This design comes from an exercise in tuning for small area, a short achievable clock period and few clock cycles on the open sky130 flow, not from production work. The RTL was checked by simulation tests, not by an equivalence proof against the original design. Power figures rest on the tool's default switching activity, not on a simulated workload.

**design.v**
```verilog
`timescale 1ns / 1ps
package pjt_pkg;
    localparam int SLOTS = 12;
    localparam int SW = $clog2(SLOTS);
    localparam logic [7:0] MIN_INTERVAL_RST = 8'd5;
    typedef enum logic [2:0] {
        OP_ADD = 3'd0, OP_TICK = 3'd1, OP_DEL = 3'd2,
        OP_RUN = 3'd3, OP_DONE = 3'd4, OP_QUERY = 3'd5
    } op_t;
    typedef enum logic [3:0] {
        K_ADDED = 4'd0, K_FULL = 4'd1, K_FIRED = 4'd2, K_EXPIRED = 4'd3,
        K_TICK = 4'd4, K_REMOVED = 4'd5, K_RUNST = 4'd6, K_COMPLETED = 4'd7,
        K_INFO = 4'd8, K_EMPTY = 4'd9, K_STALE = 4'd10
    } kind_t;
    typedef struct packed {
        logic [2:0]  op;
        logic [23:0] a;
        logic [23:0] b;
        logic [15:0] c;
        logic        f;
    } req_t;
endpackage
`timescale 1ns / 1ps
module pjt_ctrl (
    input  logic                 clk,
    input  logic                 rst_n,
    input  logic                 in_valid,
    output logic                 in_ready,
    input  logic [2:0]           opcode,
    input  logic [23:0]          interval_s,
    input  logic [23:0]          ttl_s,
    input  logic                 is_global,
    input  logic [15:0]          command_tag,
    input  logic [23:0]          target_id,
    input  logic                 delete_all,
    input  logic                 run_enable,
    input  logic [3:0]           slot_index,
    input  logic [31:0]          return_code,
    input  logic                 take,       
    output logic                 r_valid,
    output pjt_pkg::req_t        r
);
    pjt_pkg::req_t pk, s;
    logic s_valid;
    logic is_del, is_done, is_run, is_idx;
    assign is_del  = (opcode == pjt_pkg::OP_DEL);
    assign is_done = (opcode == pjt_pkg::OP_DONE);
    assign is_run  = (opcode == pjt_pkg::OP_RUN);
    assign is_idx  = is_done || (opcode == pjt_pkg::OP_QUERY);
    always_comb
    begin
        pk.op = opcode;
        pk.a  = is_del ? target_id : (is_done ? return_code[23:0] : interval_s);
        pk.b  = {ttl_s[23:8], is_done ? return_code[31:24] : ttl_s[7:0]};
        pk.c  = {command_tag[15:4], is_idx ? slot_index : command_tag[3:0]};
        pk.f  = is_del ? delete_all : (is_run ? run_enable : is_global);
    end
    assign in_ready = !s_valid;
    logic acc, r_free;
    assign acc    = in_valid && !s_valid;
    assign r_free = !r_valid || take;
    always_ff @(posedge clk or negedge rst_n)
    begin
        if (!rst_n)
        begin
            r_valid <= 1'b0;
            s_valid <= 1'b0;
        end
        else if (r_free)
        begin
            r_valid <= s_valid || acc;
            s_valid <= 1'b0;
        end
        else if (acc)
            s_valid <= 1'b1;
    end
    always_ff @(posedge clk)
    begin
        if (r_free)
            r <= s_valid ? s : pk;
        if (!r_free && acc)
            s <= pk;
    end
endmodule
`timescale 1ns / 1ps
module pjt_datapath (
    input  logic                 clk,
    input  logic                 rst_n,
    input  logic                 r_valid,
    input  pjt_pkg::req_t        r,
    output logic                 take,
    input  logic [7:0]           min_interval,
    output logic                 out_valid,
    input  logic                 out_ready,
    output logic [3:0]           kind,
    output logic [3:0]           slot,
    output logic [23:0]          job_id,
    output logic [15:0]          command_out,
    output logic                 global_flag,
    output logic [31:0]          count,
    output logic [23:0]          interval_out,
    output logic [31:0]          remaining_s,
    output logic signed [31:0]   last_code,
    output logic                 running,
    output logic                 persist_changed,
    output logic                 last
);
    localparam int SL = pjt_pkg::SLOTS;
    logic [SL-1:0]       used;
    logic [SL-1:0][23:0] s_id;
    logic [SL-1:0][23:0] s_iv;
    logic [SL-1:0][31:0] s_due;
    logic [SL-1:0][31:0] s_exp;
    logic [SL-1:0]       s_gl;
    logic [SL-1:0][31:0] s_runs;
    logic [SL-1:0][31:0] s_code;
    logic [SL-1:0][15:0] s_cmd;
    logic [31:0] now, now_p1;
    logic [23:0] nid;
    logic        run;
    logic          busy;
    logic [SL-1:0] pend, pend_e;
    logic          upd_v;
    logic [SL-1:0] upd_oh;
    logic [23:0]   upd_d;
    logic room, go;
    assign room = !out_valid || out_ready;
    assign take = room && !busy && r_valid;
    assign go   = room && (busy || r_valid);
    logic op_add, op_tick, op_del, op_run, op_done, op_query;
    assign op_add   = (r.op == pjt_pkg::OP_ADD);
    assign op_tick  = (r.op == pjt_pkg::OP_TICK);
    assign op_del   = (r.op == pjt_pkg::OP_DEL);
    assign op_run   = (r.op == pjt_pkg::OP_RUN);
    assign op_done  = (r.op == pjt_pkg::OP_DONE);
    assign op_query = (r.op == pjt_pkg::OP_QUERY);
    logic [32:0] due_sum;
    assign due_sum = {1'b0, now} + {9'd0, upd_d};
    always_ff @(posedge clk)
    begin
        for (int i = 0; i < SL; i++)
            if (upd_v && upd_oh[i])
                s_due[i] <= due_sum[31:0];
    end
    logic [SL-1:0] cmp_e, cmp_f, m_e, m_f, cand, cand_e, low;
    logic          any, sel_e;
    logic          fwd_f;
    assign fwd_f = (upd_d == 24'd1) || (due_sum[32] && !(&now));
    always_comb
    begin
        for (int i = 0; i < SL; i++)
        begin
            cmp_e[i] = (s_exp[i] != 32'd0) && (now_p1 > s_exp[i]);
            cmp_f[i] = (upd_v && upd_oh[i]) ? fwd_f : (now_p1 >= s_due[i]);
        end
        m_e    = {SL{run}} & used & cmp_e;
        m_f    = {SL{run}} & used & ~cmp_e & cmp_f;
        cand   = busy ? pend : (m_e | m_f);
        cand_e = busy ? pend_e : m_e;
        low    = cand & (~cand + SL'(1));
        any    = |cand;
        sel_e  = |(low & cand_e);
    end
    logic [SL-1:0] idx_oh, sel;
    logic          idx_ok;
    logic [3:0]    idx;
    assign idx = r.c[3:0];
    always_comb
        for (int i = 0; i < SL; i++)
            idx_oh[i] = (idx == 4'(i));
    assign idx_ok = |(idx_oh & used);
    assign sel    = (busy || op_tick) ? low : idx_oh;
    logic [23:0] m_id, m_iv;
    logic [15:0] m_cmd;
    logic        m_gl;
    logic [31:0] m_runs, m_code, m_exp, d_runs;
    logic [3:0]  m_slot;
    always_comb
    begin
        m_id = '0; m_iv = '0; m_cmd = '0; m_gl = 1'b0; m_runs = '0; m_code = '0;
        m_exp = '0; d_runs = '0; m_slot = '0;
        for (int i = 0; i < SL; i++)
        begin
            m_id   = m_id   | ({24{sel[i]}} & s_id[i]);
            m_iv   = m_iv   | ({24{sel[i]}} & s_iv[i]);
            m_cmd  = m_cmd  | ({16{sel[i]}} & s_cmd[i]);
            m_gl   = m_gl   | (sel[i] & s_gl[i]);
            m_runs = m_runs | ({32{sel[i]}} & s_runs[i]);
            m_code = m_code | ({32{sel[i]}} & s_code[i]);
            m_slot = m_slot | ({4{low[i]}} & 4'(i));
            m_exp  = m_exp  | ({32{idx_oh[i]}} & s_exp[i]);
            d_runs = d_runs | ({32{idx_oh[i]}} & s_runs[i]);
        end
    end
    logic [31:0] d_inc;
    assign d_inc = d_runs + 32'd1;
    logic m_iv_z;
    assign m_iv_z = (m_iv == 24'd0);
    logic [SL-1:0] free_oh;
    logic          free_found;
    logic [3:0]    free_slot;
    always_comb
    begin
        free_oh    = ~used & (used + SL'(1));
        free_found = !(&used);
        free_slot  = '0;
        for (int i = 0; i < SL; i++)
            free_slot = free_slot | ({4{free_oh[i]}} & 4'(i));
    end
    logic [23:0] every;
    assign every = (r.a != 24'd0 && r.a < {16'd0, min_interval}) ? {16'd0, min_interval} : r.a;
    logic [31:0] exp_new;
    assign exp_new = (r.b != 24'd0) ? now + {8'd0, r.b} : 32'd0;
    logic [23:0] nid_inc;
    assign nid_inc = nid + 24'd1;
    logic [SL-1:0] del_hit;
    logic [3:0]    del_n;
    always_comb
    begin
        del_n = '0;
        for (int i = 0; i < SL; i++)
        begin
            del_hit[i] = used[i] && (r.f || s_id[i] == r.a);
            del_n = del_n + 4'(del_hit[i]);
        end
    end
    logic [31:0] rem;
    assign rem = (m_exp != 32'd0 && m_exp > now) ? m_exp - now : 32'd0;
    logic        emit;
    logic [3:0]  n_kind, n_slot;
    logic [23:0] n_id, n_iv;
    logic [15:0] n_cmd;
    logic        n_gl, n_pch, n_last;
    logic [31:0] n_count, n_rem, n_code;
    always_comb
    begin
        emit = 1'b0;
        n_kind = pjt_pkg::K_TICK; n_slot = '0; n_id = '0; n_iv = '0; n_cmd = '0;
        n_gl = 1'b0; n_pch = 1'b0; n_last = 1'b1; n_count = '0; n_rem = '0; n_code = '0;
        if (busy || op_tick)
        begin
            emit = busy || r_valid;
            if (any)
            begin
                n_kind = sel_e ? pjt_pkg::K_EXPIRED : pjt_pkg::K_FIRED;
                n_slot = m_slot; n_id = m_id; n_cmd = m_cmd; n_gl = m_gl;
                n_count = m_runs; n_iv = m_iv; n_code = m_code;
                n_pch = sel_e & m_gl; n_last = 1'b0;
            end
        end
        else
        begin
            emit = r_valid && (r.op <= pjt_pkg::OP_QUERY);
            case (r.op)
                pjt_pkg::OP_ADD:
                    if (free_found)
                    begin
                        n_kind = pjt_pkg::K_ADDED; n_slot = free_slot; n_id = nid;
                        n_cmd = r.c; n_gl = r.f; n_iv = every; n_pch = r.f;
                    end
                    else
                        n_kind = pjt_pkg::K_FULL;
                pjt_pkg::OP_DEL:
                begin
                    n_kind = pjt_pkg::K_REMOVED; n_count = 32'(del_n);
                    n_pch = |(del_hit & s_gl);
                end
                pjt_pkg::OP_RUN: n_kind = pjt_pkg::K_RUNST;
                pjt_pkg::OP_DONE:
                begin
                    n_slot = idx;
                    if (idx_ok)
                    begin
                        n_kind = pjt_pkg::K_COMPLETED; n_id = m_id; n_cmd = m_cmd;
                        n_gl = m_gl; n_iv = m_iv; n_count = d_inc;
                        n_code = {r.b[7:0], r.a}; n_pch = m_iv_z & m_gl;
                    end
                    else
                        n_kind = pjt_pkg::K_STALE;
                end
                pjt_pkg::OP_QUERY:
                begin
                    n_slot = idx;
                    if (idx_ok)
                    begin
                        n_kind = pjt_pkg::K_INFO; n_id = m_id; n_cmd = m_cmd;
                        n_gl = m_gl; n_iv = m_iv; n_count = m_runs; n_code = m_code;
                        n_rem = rem;
                    end
                    else
                        n_kind = pjt_pkg::K_EMPTY;
                end
                default: ;
            endcase
        end
    end
    assign running = run;
    always_ff @(posedge clk)
    begin
        if (room && emit)
        begin
            kind <= n_kind; slot <= n_slot; job_id <= n_id; command_out <= n_cmd;
            global_flag <= n_gl; count <= n_count; interval_out <= n_iv;
            remaining_s <= n_rem; last_code <= n_code; persist_changed <= n_pch;
            last <= n_last;
        end
    end
    logic tick_go, add_go, done_go;
    assign tick_go = take && op_tick;
    assign add_go  = take && op_add && free_found;
    assign done_go = take && op_done && idx_ok;
    always_ff @(posedge clk or negedge rst_n)
    begin
        if (!rst_n)
        begin
            out_valid <= 1'b0;
            used <= '0; now <= '0; now_p1 <= 32'd1; nid <= 24'd1; run <= 1'b1;
            busy <= 1'b0; pend <= '0; pend_e <= '0; upd_v <= 1'b0; upd_oh <= '0;
        end
        else
        begin
            if (room)
                out_valid <= emit;
            upd_v <= 1'b0;
            if (go && (busy || op_tick) && any && !sel_e)
            begin
                upd_v <= 1'b1; upd_oh <= low;
            end
            if (busy && room)
            begin
                pend <= pend & ~low;
                if (!any)
                    busy <= 1'b0;
            end
            if (tick_go)
            begin
                now <= now_p1; now_p1 <= now_p1 + 32'd1;
                used <= used & ~m_e;
                busy <= any;
                pend <= (m_e | m_f) & ~low;
                pend_e <= m_e;
            end
            if (add_go)
            begin
                used <= used | free_oh;
                nid <= (nid_inc == 24'd0) ? 24'd1 : nid_inc;
                upd_v <= 1'b1; upd_oh <= free_oh;
            end
            if (take && op_del)
                used <= used & ~del_hit;
            if (take && op_run)
                run <= r.f;
            if (done_go && m_iv_z)
                used <= used & ~idx_oh;
        end
    end
    always_ff @(posedge clk)
    begin
        if (add_go)
            upd_d <= (every != 24'd0) ? every : 24'd1;
        else if (go && (busy || op_tick))
            upd_d <= m_iv_z ? 24'd1 : m_iv;
    end
    always_ff @(posedge clk)
    begin
        for (int i = 0; i < SL; i++)
        begin
            if (add_go && free_oh[i])
            begin
                s_id[i] <= nid; s_iv[i] <= every; s_exp[i] <= exp_new;
                s_gl[i] <= r.f; s_cmd[i] <= r.c;
            end
            if ((add_go && free_oh[i]) || (done_go && idx_oh[i]))
            begin
                s_runs[i] <= add_go ? 32'd0 : d_inc;
                s_code[i] <= add_go ? 32'd0 : {r.b[7:0], r.a};
            end
        end
    end
endmodule
`timescale 1ns / 1ps
module periodic_job_timer_table_core (
    input  logic                 clk,
    input  logic                 rst_n,
    input  logic                 cfg_valid,
    output logic                 cfg_ready,
    input  logic [7:0]           cfg_data,
    input  logic                 in_valid,
    output logic                 in_ready,
    input  logic [2:0]           opcode,
    input  logic [23:0]          interval_s,
    input  logic [23:0]          ttl_s,
    input  logic                 is_global,
    input  logic [15:0]          command_tag,
    input  logic [23:0]          target_id,
    input  logic                 delete_all,
    input  logic                 run_enable,
    input  logic [3:0]           slot_index,
    input  logic signed [31:0]   return_code,
    output logic                 out_valid,
    input  logic                 out_ready,
    output logic [3:0]           kind,
    output logic [3:0]           slot,
    output logic [23:0]          job_id,
    output logic [15:0]          command_out,
    output logic                 global_flag,
    output logic [31:0]          count,
    output logic [23:0]          interval_out,
    output logic [31:0]          remaining_s,
    output logic signed [31:0]   last_code,
    output logic                 running,
    output logic                 persist_changed,
    output logic                 last
);
    logic [7:0] min_interval_reg;
    logic take, r_valid;
    pjt_pkg::req_t r;
    assign cfg_ready = 1'b1;
    always_ff @(posedge clk or negedge rst_n)
    begin
        if (!rst_n)
            min_interval_reg <= pjt_pkg::MIN_INTERVAL_RST;
        else if (cfg_valid)
            min_interval_reg <= cfg_data;
    end
    pjt_ctrl u_ctrl (
        .clk(clk), .rst_n(rst_n), .in_valid(in_valid), .in_ready(in_ready),
        .opcode(opcode), .interval_s(interval_s), .ttl_s(ttl_s),
        .is_global(is_global), .command_tag(command_tag), .target_id(target_id),
        .delete_all(delete_all), .run_enable(run_enable), .slot_index(slot_index),
        .return_code(return_code), .take(take), .r_valid(r_valid), .r(r)
    );
    pjt_datapath u_dp (
        .clk(clk), .rst_n(rst_n), .r_valid(r_valid), .r(r), .take(take),
        .min_interval(min_interval_reg),
        .out_valid(out_valid), .out_ready(out_ready),
        .kind(kind), .slot(slot), .job_id(job_id), .command_out(command_out),
        .global_flag(global_flag), .count(count), .interval_out(interval_out),
        .remaining_s(remaining_s), .last_code(last_code), .running(running),
        .persist_changed(persist_changed), .last(last)
    );
endmodule
```
**config.mk**
```make
export PLATFORM = sky130hd
export DESIGN_NAME = periodic_job_timer_table_core
export DESIGN_NICKNAME = periodic_job_timer_table_core
export VERILOG_FILES = /design/flow/design.v
export SDC_FILE = /design/flow/constraint.sdc
export NUM_CORES = 4
export LEC_CHECK = 0
export CAP_MARGIN = 20
export CORE_MARGIN = 2
export CORE_UTILIZATION = 40
export PLACE_DENSITY = 0.6
export SLEW_MARGIN = 20
```
**constraint.sdc**
```tcl
create_clock -name core_clock -period 9.0 [get_ports {clk}]
set_input_delay 1.8000 -clock core_clock [delete_from_list [all_inputs] [get_ports {clk}]]
set_output_delay 1.8000 -clock core_clock [all_outputs]
set_load 0.01 [all_outputs]
```
**run.sh**
```bash
#!/bin/bash
# synth_recipe.tcl (not shown) runs the flow's synth.tcl, then flattens the netlist and writes it again
# the make line also repeats each setting of config.mk as NAME=value (left out here)
make -C /OpenROAD-flow-scripts/flow DESIGN_CONFIG=/design/flow/config.mk WORK_HOME=/design/flow/orfs CLKGATE_MAP_FILE= SYNTH_SCRIPT=/design/flow/synth_recipe.tcl finish
```
==> flow_metrics.py <==
metrics = {
    "worst_setup_path": {
        "worstSetupPathType": "reg2reg",
        "critPathRequiredTime_ps": 9720,
        "r2r_setup_slack_ps": 1070,
        "worstPathArrival_ps": 8640,
        "path_delay_family": "simple AND/OR/NAND/NOR gates",
        "start_kind": "flip-flop",
        "crit_path_top_delay_cell": "dfrtp_1",
        "cp_num_buf_inv": 3,
        "critical_path.max_stage_delay_ps": 630,
        "cp_cell_sequence": "buf_4 > ha_1 > nand4_1 > nor2_1 > nand2_1 > o21bai_1 > a31o_2 > o31ai_2 > buf_4 > o21ai_1 > nand3b_1 > buf_12 > a221o_1 > a211oi_1 > nand4_1 > nor2b_1 > nand4_1 > or4_1 > or4_4 > o31ai_1",
        "crit_top_cell": "nand4_1",
        "critPathMaxFanout": 106,
        "crit_path_end_kind": "flip-flop",
    },
    "clock_tree": {
        "cts_tree": "yes",
        "cts_inserted_buffers": 313,
        "cts_root_buffer": "clkbuf_16",
        "post-cts-setup-buffers": 0,
        "ctsResizeCount": 0,
        "cts-htree-levels": 5,
        "numClockSinks": 2797,
        "clock_latency_ps": 980,
        "cts_buffer_depth": 4,
        "clk_pin_slew_ps": 60,
        "cts_hold_buf": 0,
    },
    "yosys": {
        "postSynthRegisterBits": 2797,
        "synth.top_cells.by_count": "2,647 x edfxtp_1, 875 x inv_1, 862 x ha_1, 554 x nand2_1, 412 x clkbuf_1",
        "synth.most_common_cell": "edfxtp_1",
        "synth_edf_count": 2647,
        "synth_cells": 10100,
        "ys_types": 96,
        "async_flop_share": 0.0536,
        "syn_nets": 11100,
        "ys.flop_type": "edfxtp_1",
        "synth_top_cell_area_share": 0.594,
        "syn_area_per_cell_um2": 13.2,
        "syn_area_mm2": 0.134,
        "ys_warn_count": 3,
        "seq_area_frac_synth": 0.622,
        "synth.area.top_cells": "edfxtp_1 59%, ha_1 8.1%, dfrtp_1 2.7%",
        "synth_largest_area_cell": "edfxtp_1",
    },
    "layout": {
        "fillCellCount": 29400,
        "drive_gt1_frac": 0.102,
        "stdcell_area_mm2": 0.155,
        "stdcell_count": 15300,
        "final_util": 0.465,
        "areaGrowthSynthToFinish_pct": 15.8,
        "nets": 11700,
    },
    "power_and_ir_drop": {
        "ir_worst_vdd_mv": 0.262,
        "p_leak_nw": 58.2,
        "powerDensity_mw_per_mm2": 332,
        "p_total_w": 0.0514,
    },
    "sta": {
        "max_freq_ghz": 0.126,
        "timing.final.crit_share": 0.881,
        "maxSlewViolCount": 0,
        "setup_slack_ps": 1070,
        "setup_viol": 0,
        "hold_violations": 0,
        "rsz0062_at_grt": "false",
        "maxSlewHeadroom": 0.0833,
        "worst_pin_slew_ps": 1360,
        "post-route-min-period_ps": 7930,
        "fin_skew_ps": 91.6,
    },
    "drt": {
        "final_antenna_net_count": 0,
        "drtIter0Drc": 16000,
        "wl_per_cell_um": 35.1,
        "drc": 0,
        "drt-vias-per-instance": 6.46,
        "first_pass_iters": 13,
        "wl_mm": 538,
        "vias": 99200,
    },
    "global_routing": {
        "grt_max_degree": 108,
        "use_met1": 0.406,
        "antenna_found_initial": 37,
        "busiest_layer": "met2",
        "grt_pass1_wl_mm": 744,
        "grt_usage": 0.308,
        "grt-ovfl-total": 0,
        "grt_use_met3": 0.0684,
        "grtUsageMet2": 0.470,
        "grt_pass1_vias": 95800,
    },
    "die": {
        "die_area_mm2": 0.339,
        "start_util": 0.401,
        "coreArea_mm2": 0.333,
        "die_h_um": 582,
        "io_pins": 318,
        "fp.dieW_um": 582,
        "row_count": 212,
    },
    "placed_design": {
        "routabilityCongestion": 1.05,
        "portBuffers": 316,
        "dpl_cell_area_mm2": 0.145,
        "dp_hpwl_mm": 363,
        "post-place-ws_ps": 1460,
        "dp_cells": 14800,
    },
    "min_path": {
        "hold_class": "reg2reg",
    },
    "outcome": {
        "status": "finished clean",
    },
    "job": {
        "cap_violations": 0,
    },
}
==> routing by layer <==
metal  routed length [um]  part of all wire
met2               236000              0.44
met4                36200             0.067
met3                60100              0.11
met1               206000              0.38
met5                  297           0.00055
==> logic make-up (layout without fill, tap and decap cells) <==
| family | after synthesis | in the layout | synth area share |
|---|---|---|---|
| AO/OA/AOI/OAI | 2480 | 2480 | 0.139 |
| XOR/XNOR | 451 | 451 | 0.0295 |
| multiplexers | 125 | 125 | 0.0103 |
| other | 1 | 20 | 0.0000280 |
| AND/OR/NAND/NOR | 2061 | 2061 | 0.0788 |
| flip-flops | 2797 | 2797 | 0.622 |
| buffers and inverters | 1346 | 2146 | 0.0380 |
| adder cells (fa/ha/maj) | 872 | 872 | 0.0821 |
==> power by group <==
part	internal [W]	total [W]	switching, W
logic	0.00569	0.0192	0.0135
registers	0.0182	0.0193	0.00109
clock network	0.00741	0.0129	0.00551
==> through the flow <==
step | TNS (ps) | hold slack [ps]
2_1_floorplan | -68670 | 441
3_3_place_gp | 0 | 464
3_5_place_dp | 0 | 466
4_1_cts | 0 | 481
5_1_grt | 0 | 510
6_report | 0 | 477
==> path summary, 6_finish.rpt <==
check / start / to / cells past startpoint
min in group asynchronous: rst_n / u_dp.nid[4] / 1
worst min register to register: u_dp.pend_e[0] / u_dp.pend_e[0] / 2
worst max register to register: u_dp.now_p1[31] / u_dp.persist_changed / 20
max in group asynchronous: rst_n / u_dp.now[29] / 2
worst max-delay path: u_dp.now_p1[31] / u_dp.persist_changed / 20
worst min-delay path: u_dp.pend_e[0] / u_dp.pend_e[0] / 2
==> cells in the final DEF (no fill, tap or decap), types with 39 or more instances in the layout <==
cell type and instances:
a211oi_1 51, a21o_1 137, a21oi_1 320, a221o_1 41, a221oi_1 304, a222oi_1 244
a22o_1 231, a22oi_1 372, a31oi_1 56, and2_1 84, and3_1 77, and4_1 41
buf_4 348, clkbuf_1 58, clkbuf_16 321, clkdlybuf4s50_1 315, clkinv_1 57, clkinv_2 51
dfrtp_1 143, edfxtp_1 2647, ha_1 862, inv_1 868, mux2_2 88, nand2_1 552
nand2b_1 47, nand3_1 250, nand4_1 237, nor2_1 264, nor2b_1 64, nor3_1 76
nor4_1 183, o211ai_1 39, o21ai_0 280, o22ai_1 119, xnor2_1 308, xor2_1 135
==> final cells by class <==
type	count	area, um^2	area share
clock buffer	388	8370	0.0541
sequential	2797	83300	0.537
timing repair buffer	702	6520	0.0421
inverter	877	3310	0.0214
clock inverter	179	1750	0.0113
tap	4387	5490	0.0354
multi-input combinational	5990	46200	0.298
antenna	19	47.5	0.000307
==> worst reg2reg max path: cells and delay by family, from the launching register on <==
| family | cells | cell delay, ps |
|---|---|---|
| AND/OR/NAND/NOR | 9 | 3540 |
| adder cells (fa/ha/maj) | 1 | 300 |
| buffers and inverters | 3 | 1050 |
| AO/OA/AOI/OAI | 7 | 2180 |
| flip-flops | 1 | 630 |
Testbench counts, summed over its fixed seeds: cycles 9,435.

[static timing again, ports no longer ideal]
How much do the figures lean on ideal ports? The routed layout below was timed once more, with nothing changed but the port constraints. Step 1 assumes that a clkbuf_16 drives the clock port and a buf_2 every other input. Step 2 moves the port delays by t, midway between the first and last clock arrival at a register: inputs arrive t later, outputs are due t later. That takes back most of the time a late clock gives input paths. a / b / c = ideal / step 1 / step 2; a / b = the first two.
t (ns): 1.051
slack for setup (ns): 1.072 / 1.072 / 1.072
worst setup path at the end: register to register
After both steps this run still meets setup and hold. The setup slack of this run moves by 0.000 ns with the drivers and by 0.000 ns with both steps.
